This is an optimization exercise on Yosys and OpenROAD, whose aim is a short achievable clock period and few clock cycles, not a production implementation.
No activity file was given, so power comes from the tool's default toggle rates.

==> run a <==
Design cpu_pipeline, start of the top module:
module cpu_pipeline (
  input  logic                     clk,
  input  logic                     rst,
  input  logic                     instr_mem_resp,
  input  rv32i_isa_pkg::rv32i_word instr_mem_rdata,
  input  logic                     data_mem_resp,
  input  rv32i_isa_pkg::rv32i_word data_mem_rdata,
  output logic                     instr_read,
  output rv32i_isa_pkg::rv32i_word instr_mem_address,
  output logic                     data_read,
  output logic                     data_write,
  output rv32i_isa_pkg::byte_mask  data_mbe,
  output rv32i_isa_pkg::rv32i_word data_mem_address,
  output rv32i_isa_pkg::rv32i_word data_mem_wdata
);
Settings: LEC_CHECK=0, ABC_CLOCK_PERIOD_IN_PS=3000, CAP_MARGIN=20, CORE_MARGIN=2, CORE_UTILIZATION=40, SETUP_SLACK_MARGIN=3.0, SLEW_MARGIN=20; clock period 6.5 ns.
run.sh (not shown) runs the stock make flow with config.mk's settings and CLKGATE_MAP_FILE= SYNTH_SCRIPT=/design/flow/synth_recipe.tcl, a recipe that flattens the netlist after the stock synthesis.
==> inputs of run b, as changes to run a <==
--- a/flow/design.v
+++ b/flow/design.v
@@ -111,112 +111,144 @@
   output logic                     data_read,
   output logic                     data_write,
   output rv32i_isa_pkg::byte_mask  data_mbe,
   output rv32i_isa_pkg::rv32i_word data_mem_address,
   output rv32i_isa_pkg::rv32i_word data_mem_wdata
 );
+  localparam int QD = 3;   
   logic [29:0] pc;           
   logic        fetch_on;     
+  logic [31:0] q [0:QD-1];   
+  logic [1:0]  q_cnt;
   logic        d_valid;      
   logic [31:0] d_instr;
   logic        e_wr;         
   logic        e_load;
   logic        e_store;
   logic [4:0]  e_rd;
   logic [31:0] e_a;          
   logic [31:0] e_b;          
   logic [31:0] e_sd;         
-  logic        e_fa;         
-  logic        e_fb;         
-  logic        e_fsd;        
   logic        e_fsd_ld;     
-  logic        e_sub;        
   logic        e_arith;      
-  logic        e_sel_add, e_sel_sll, e_sel_sr, e_sel_slt, e_sel_sltu;
+  logic        e_sel_add, e_sel_sub, e_sel_sll, e_sel_sr, e_sel_slt, e_sel_sltu;
   logic        e_sel_xor, e_sel_or, e_sel_and, e_sel_lui;
   logic        m_rdreq;
   logic        m_wrreq;
+  logic        m_acc;        
   logic        m_wr;
   logic        m_load;
   logic [4:0]  m_rd;
   logic [31:0] m_res;        
   logic [31:0] m_sd;
   logic        w_wr;
   logic [4:0]  w_rd;
   logic [31:0] w_res;
   logic [31:0] rf [1:32-1];
-  logic        rst_q;
+  logic [32-1:1] rf_set;
   assign instr_read        = fetch_on;
   assign instr_mem_address = {pc, 2'b00};
   assign data_read         = m_rdreq;
   assign data_write        = m_wrreq;
-  assign data_mbe          = {4{m_rdreq | m_wrreq}};
+  assign data_mbe          = {4{m_acc}};
   assign data_mem_address  = {m_res[31:2], 2'b00};
   assign data_mem_wdata    = m_sd;
   logic m_stall;     
   logic load_stall;  
   logic if_load;     
-  assign m_stall = (m_rdreq | m_wrreq) & ~(data_mem_resp & instr_mem_resp);
+  assign m_stall = m_acc & ~(data_mem_resp & instr_mem_resp);
   logic [6:0] opc;
   logic [2:0] f3;
   logic [4:0] rs1, rs2, rd;
   logic       is_lui, is_imm, is_op, is_ld, is_st, is_alu;
-  logic       uses1, uses2, uses2_alu, dwr;
+  logic       uses1, uses2, dwr;
   logic [31:0] imm;
   assign opc = d_instr[6:0];
   assign f3  = d_instr[14:12];
   assign rs1 = d_instr[19:15];
   assign rs2 = d_instr[24:20];
   assign rd  = d_instr[11:7];
   assign is_lui = d_valid && opc == 7'b0110111;
   assign is_imm = d_valid && opc == 7'b0010011;
   assign is_op  = d_valid && opc == 7'b0110011;
   assign is_ld  = d_valid && opc == 7'b0000011 && f3 == 3'b010;
   assign is_st  = d_valid && opc == 7'b0100011 && f3 == 3'b010;
   assign is_alu = is_imm || is_op;
-  assign uses1     = is_alu || is_ld || is_st;
-  assign uses2_alu = is_op;
-  assign uses2     = is_op || is_st;
-  assign dwr       = (is_lui || is_alu || is_ld) && rd != 5'd0;
+  assign uses1 = is_alu || is_ld || is_st;
+  assign uses2 = is_op || is_st;
+  assign dwr   = (is_lui || is_alu || is_ld) && rd != 5'd0;
   always_comb begin
     if (is_lui)     imm = {d_instr[31:12], 12'b0};
     else if (is_st) imm = {{20{d_instr[31]}}, d_instr[31:25], d_instr[11:7]};
     else            imm = {{20{d_instr[31]}}, d_instr[31:20]};
   end
   logic e_hit1, e_hit2, m_hit1, m_hit2, w_hit1, w_hit2;
   assign e_hit1 = e_wr && e_rd == rs1;
   assign e_hit2 = e_wr && e_rd == rs2;
   assign m_hit1 = m_wr && m_rd == rs1;
   assign m_hit2 = m_wr && m_rd == rs2;
   assign w_hit1 = w_wr && w_rd == rs1;
   assign w_hit2 = w_wr && w_rd == rs2;
-  assign load_stall = e_load && ((uses1 && e_hit1) || (uses2_alu && e_hit2));
+  assign load_stall = e_load && ((uses1 && e_hit1) || (is_op && e_hit2));
   logic [31:0] m_fwd;
   logic [31:0] rf1, rf2, v1, v2;
+  logic [31:0] rfx [0:32-1];
+  logic [32-1:0] rfx_set;
+  always_comb begin
+    rfx[0] = 32'd0;
+    for (int i = 1; i < 32; i++) rfx[i] = rf[i];
+  end
+  assign rfx_set = {rf_set, 1'b0};
   assign m_fwd = m_load ? data_mem_rdata : m_res;
-  assign rf1 = (rs1 == 5'd0) ? 32'd0 : rf[rs1];
-  assign rf2 = (rs2 == 5'd0) ? 32'd0 : rf[rs2];
+  assign rf1 = rfx_set[rs1] ? rfx[rs1] : 32'd0;
+  assign rf2 = rfx_set[rs2] ? rfx[rs2] : 32'd0;
   assign v1 = m_hit1 ? m_fwd : w_hit1 ? w_res : rf1;
   assign v2 = m_hit2 ? m_fwd : w_hit2 ? w_res : rf2;
+  logic fetched, pop, push;
   assign if_load = !d_valid || (!m_stall && !load_stall);
+  assign fetched = fetch_on && instr_mem_resp && (q_cnt != 2'(QD));
+  assign pop     = if_load && q_cnt != 2'd0;
+  assign push    = fetched && !(if_load && q_cnt == 2'd0);
   always_ff @(posedge clk) begin
     if (rst) begin
       pc       <= 30'(32'h8000_0000 >> 2);
       fetch_on <= 1'b0;
       d_valid  <= 1'b0;
+      q_cnt    <= 2'd0;
     end else begin
       fetch_on <= 1'b1;
-      if (if_load) begin
-        d_valid <= fetch_on && instr_mem_resp;
-        if (fetch_on && instr_mem_resp) pc <= pc + 30'd1;
-      end
+      if (if_load) d_valid <= (q_cnt != 2'd0) || fetched;
+      q_cnt <= q_cnt + 2'(push) - 2'(pop);
+      if (fetched) pc <= pc + 30'd1;
     end
   end
   always_ff @(posedge clk) begin
-    if (if_load) d_instr <= instr_mem_rdata;
-  end
+    if (if_load) d_instr <= (q_cnt != 2'd0) ? q[0] : instr_mem_rdata;
+    for (int i = 0; i < QD; i++) begin
+      if (push && 2'(i) == q_cnt - 2'(pop)) q[i] <= instr_mem_rdata;
+      else if (pop) q[i] <= (i + 1 < QD) ? q[(i + 1) % QD] : q[i];
+    end
+  end
+  logic [31:0] sum, diff, shl, shr, res;
+  logic        cout_add, cout_sub, slt, sltu;
+  ks_add32 u_add (.a(e_a), .b(e_b), .cin(1'b0), .sum(sum), .cout(cout_add));
+  ks_add32 u_sub (.a(e_a), .b(~e_b), .cin(1'b1), .sum(diff), .cout(cout_sub));
+  assign slt  = (e_a[31] ^ e_b[31]) ? e_a[31] : diff[31];
+  assign sltu = !cout_sub;
+  assign shl  = e_a << e_b[4:0];
+  assign shr  = 32'($signed({e_arith & e_a[31], e_a}) >>> e_b[4:0]);
+  assign res = ({32{e_sel_add}}  & sum) |
+               ({32{e_sel_sub}}  & diff) |
+               ({32{e_sel_sll}}  & shl) |
+               ({32{e_sel_sr}}   & shr) |
+               ({32{e_sel_slt}}  & {31'd0, slt}) |
+               ({32{e_sel_sltu}} & {31'd0, sltu}) |
+               ({32{e_sel_xor}}  & (e_a ^ e_b)) |
+               ({32{e_sel_or}}   & (e_a | e_b)) |
+               ({32{e_sel_and}}  & (e_a & e_b)) |
+               ({32{e_sel_lui}}  & e_b);
   always_ff @(posedge clk) begin
     if (rst) begin
       e_wr    <= 1'b0;
       e_load  <= 1'b0;
       e_store <= 1'b0;
     end else if (!m_stall) begin
@@ -225,83 +257,61 @@
       e_store <= is_st && !load_stall;
     end
   end
   always_ff @(posedge clk) begin
     if (!m_stall) begin
       e_rd       <= rd;
-      e_a        <= v1;
-      e_b        <= (is_op) ? v2 : imm;
-      e_sd       <= v2;
-      e_fa       <= uses1 && e_hit1;
-      e_fb       <= uses2_alu && e_hit2;
-      e_fsd      <= is_st && e_hit2 && !e_load;
-      e_fsd_ld   <= is_st && e_hit2 && e_load;
-      e_sub      <= (is_op && f3 == 3'b000 && d_instr[30]) ||
-                    (is_alu && (f3 == 3'b010 || f3 == 3'b011));
+      e_a        <= e_hit1 ? res : v1;
+      e_b        <= !is_op ? imm : e_hit2 ? res : v2;
+      e_sd       <= e_hit2 ? res : v2;
+      e_fsd_ld   <= e_load && e_hit2;
       e_arith    <= d_instr[30];
-      e_sel_add  <= (is_alu && f3 == 3'b000) || is_ld || is_st;
+      e_sel_add  <= (is_alu && f3 == 3'b000 && !(is_op && d_instr[30])) || is_ld || is_st;
+      e_sel_sub  <= is_op && f3 == 3'b000 && d_instr[30];
       e_sel_sll  <= is_alu && f3 == 3'b001;
       e_sel_slt  <= is_alu && f3 == 3'b010;
       e_sel_sltu <= is_alu && f3 == 3'b011;
       e_sel_xor  <= is_alu && f3 == 3'b100;
       e_sel_sr   <= is_alu && f3 == 3'b101;
       e_sel_or   <= is_alu && f3 == 3'b110;
       e_sel_and  <= is_alu && f3 == 3'b111;
       e_sel_lui  <= is_lui;
     end
   end
-  logic [31:0] op_a, op_b, sum, shl, shr, res, sd;
-  logic        cout, slt, sltu;
-  assign op_a = e_fa ? m_res : e_a;
-  assign op_b = e_fb ? m_res : e_b;
-  ks_add32 u_add (.a(op_a), .b(op_b ^ {32{e_sub}}), .cin(e_sub), .sum(sum), .cout(cout));
-  assign slt  = (op_a[31] ^ op_b[31]) ? op_a[31] : sum[31];
-  assign sltu = !cout;
-  assign shl  = op_a << op_b[4:0];
-  assign shr  = 32'($signed({e_arith & op_a[31], op_a}) >>> op_b[4:0]);
-  assign res = ({32{e_sel_add}}  & sum) |
-               ({32{e_sel_sll}}  & shl) |
-               ({32{e_sel_sr}}   & shr) |
-               ({32{e_sel_slt}}  & {31'd0, slt}) |
-               ({32{e_sel_sltu}} & {31'd0, sltu}) |
-               ({32{e_sel_xor}}  & (op_a ^ op_b)) |
-               ({32{e_sel_or}}   & (op_a | op_b)) |
-               ({32{e_sel_and}}  & (op_a & op_b)) |
-               ({32{e_sel_lui}}  & e_b);
-  assign sd = e_fsd_ld ? data_mem_rdata : e_fsd ? m_res : e_sd;
   always_ff @(posedge clk) begin
     if (rst) begin
       m_rdreq <= 1'b0;
       m_wrreq <= 1'b0;
+      m_acc   <= 1'b0;
       m_wr    <= 1'b0;
       m_load  <= 1'b0;
     end else if (!m_stall) begin
       m_rdreq <= e_load;
       m_wrreq <= e_store;
+      m_acc   <= e_load || e_store;
       m_wr    <= e_wr;
       m_load  <= e_load;
     end
   end
   always_ff @(posedge clk) begin
     if (!m_stall) begin
       m_rd  <= e_rd;
       m_res <= res;
-      m_sd  <= sd;
+      m_sd  <= e_fsd_ld ? data_mem_rdata : e_sd;
     end
   end
   always_ff @(posedge clk) begin
     if (rst) w_wr <= 1'b0;
     else     w_wr <= m_wr && !m_stall;
   end
   always_ff @(posedge clk) begin
     w_rd  <= m_rd;
     w_res <= m_fwd;
   end
-  always_ff @(posedge clk) rst_q <= rst;
   always_ff @(posedge clk) begin
-    if (rst_q) begin
-      for (int i = 1; i < 32; i++) rf[i] <= '0;
-    end else if (w_wr) begin
-      rf[w_rd] <= w_res;
-    end
+    if (rst) rf_set <= '0;
+    else if (w_wr) rf_set[w_rd] <= 1'b1;
+  end
+  always_ff @(posedge clk) begin
+    if (w_wr) rf[w_rd] <= w_res;
   end
 endmodule
==> flow/config.mk (replaced) <==
export PLATFORM = sky130hd
export DESIGN_NAME = cpu_pipeline
export DESIGN_NICKNAME = cpu_pipeline
export VERILOG_FILES = /design/flow/design.v
export SDC_FILE = /design/flow/constraint.sdc
export NUM_CORES = 4
export LEC_CHECK = 0
export ABC_CLOCK_PERIOD_IN_PS = 2500
export CAP_MARGIN = 20
export CORE_MARGIN = 2
export CORE_UTILIZATION = 40
export SETUP_SLACK_MARGIN = 3.8
export SLEW_MARGIN = 20
==> notes <==
- Global-route usage: run b is higher than run a (12 points).
- In run b the worst setup slack is worse than in run a, by 380 ps.
- Against run b, the clock skew of run a is lower by 8.3 ps.
- Between run b and run a, the lower die area is in run b (gap 7.2%, measured against run a).
- Wire length: run a is smaller than run b (about 26%).
- Of run b and run a, run b has the higher synthesized cell count (gap 4.1%, measured against run a).
- Of run b and run a, run b has the higher clock power (gap about 7%, measured against run a).
- Of run a and run b, run a has the higher hold slack (gap 20 ps).
- Clock-buffer cell count: run b is lower than run a (17).
- In combinational power, run b is at 4.1 times the value of run a.
No run of this note included a check of the RTL's function; only the layout flow was run.

==> afterwards: timing with drivers on the ports <==
The results above use ideal ports. As a check the final layouts listed here were re-extracted and re-timed, cells and wires unchanged. Step 1 sets driving cells, clkbuf_16 on the clock port and buf_2 on the other inputs (assumed; they add their load-dependent delay and slew). Step 2, shift: input delay + t, output delay - t, t = (earliest + latest rising clock arrival at the registers) / 2. This alone moves slack from input paths to output paths. Three values: no drivers, after step 1, after step 2; two values: the first two.
| run | t (ns) | slack for setup (ns) | worst setup path at the end | slew at the worst register clock pin (ns) |
|---|---|---|---|---|
| run a | 0.877 | 2.598 / 2.598 / 2.422 | input to register | 0.07 / 0.07 |
| run b | 0.921 | 2.214 / 2.214 / 2.111 | input to register | 0.07 / 0.07 |
After both steps every run listed still meets setup and hold. The setup slack of run a, which loses most, moves by 0.000 ns with the drivers and by -0.176 ns with both steps.
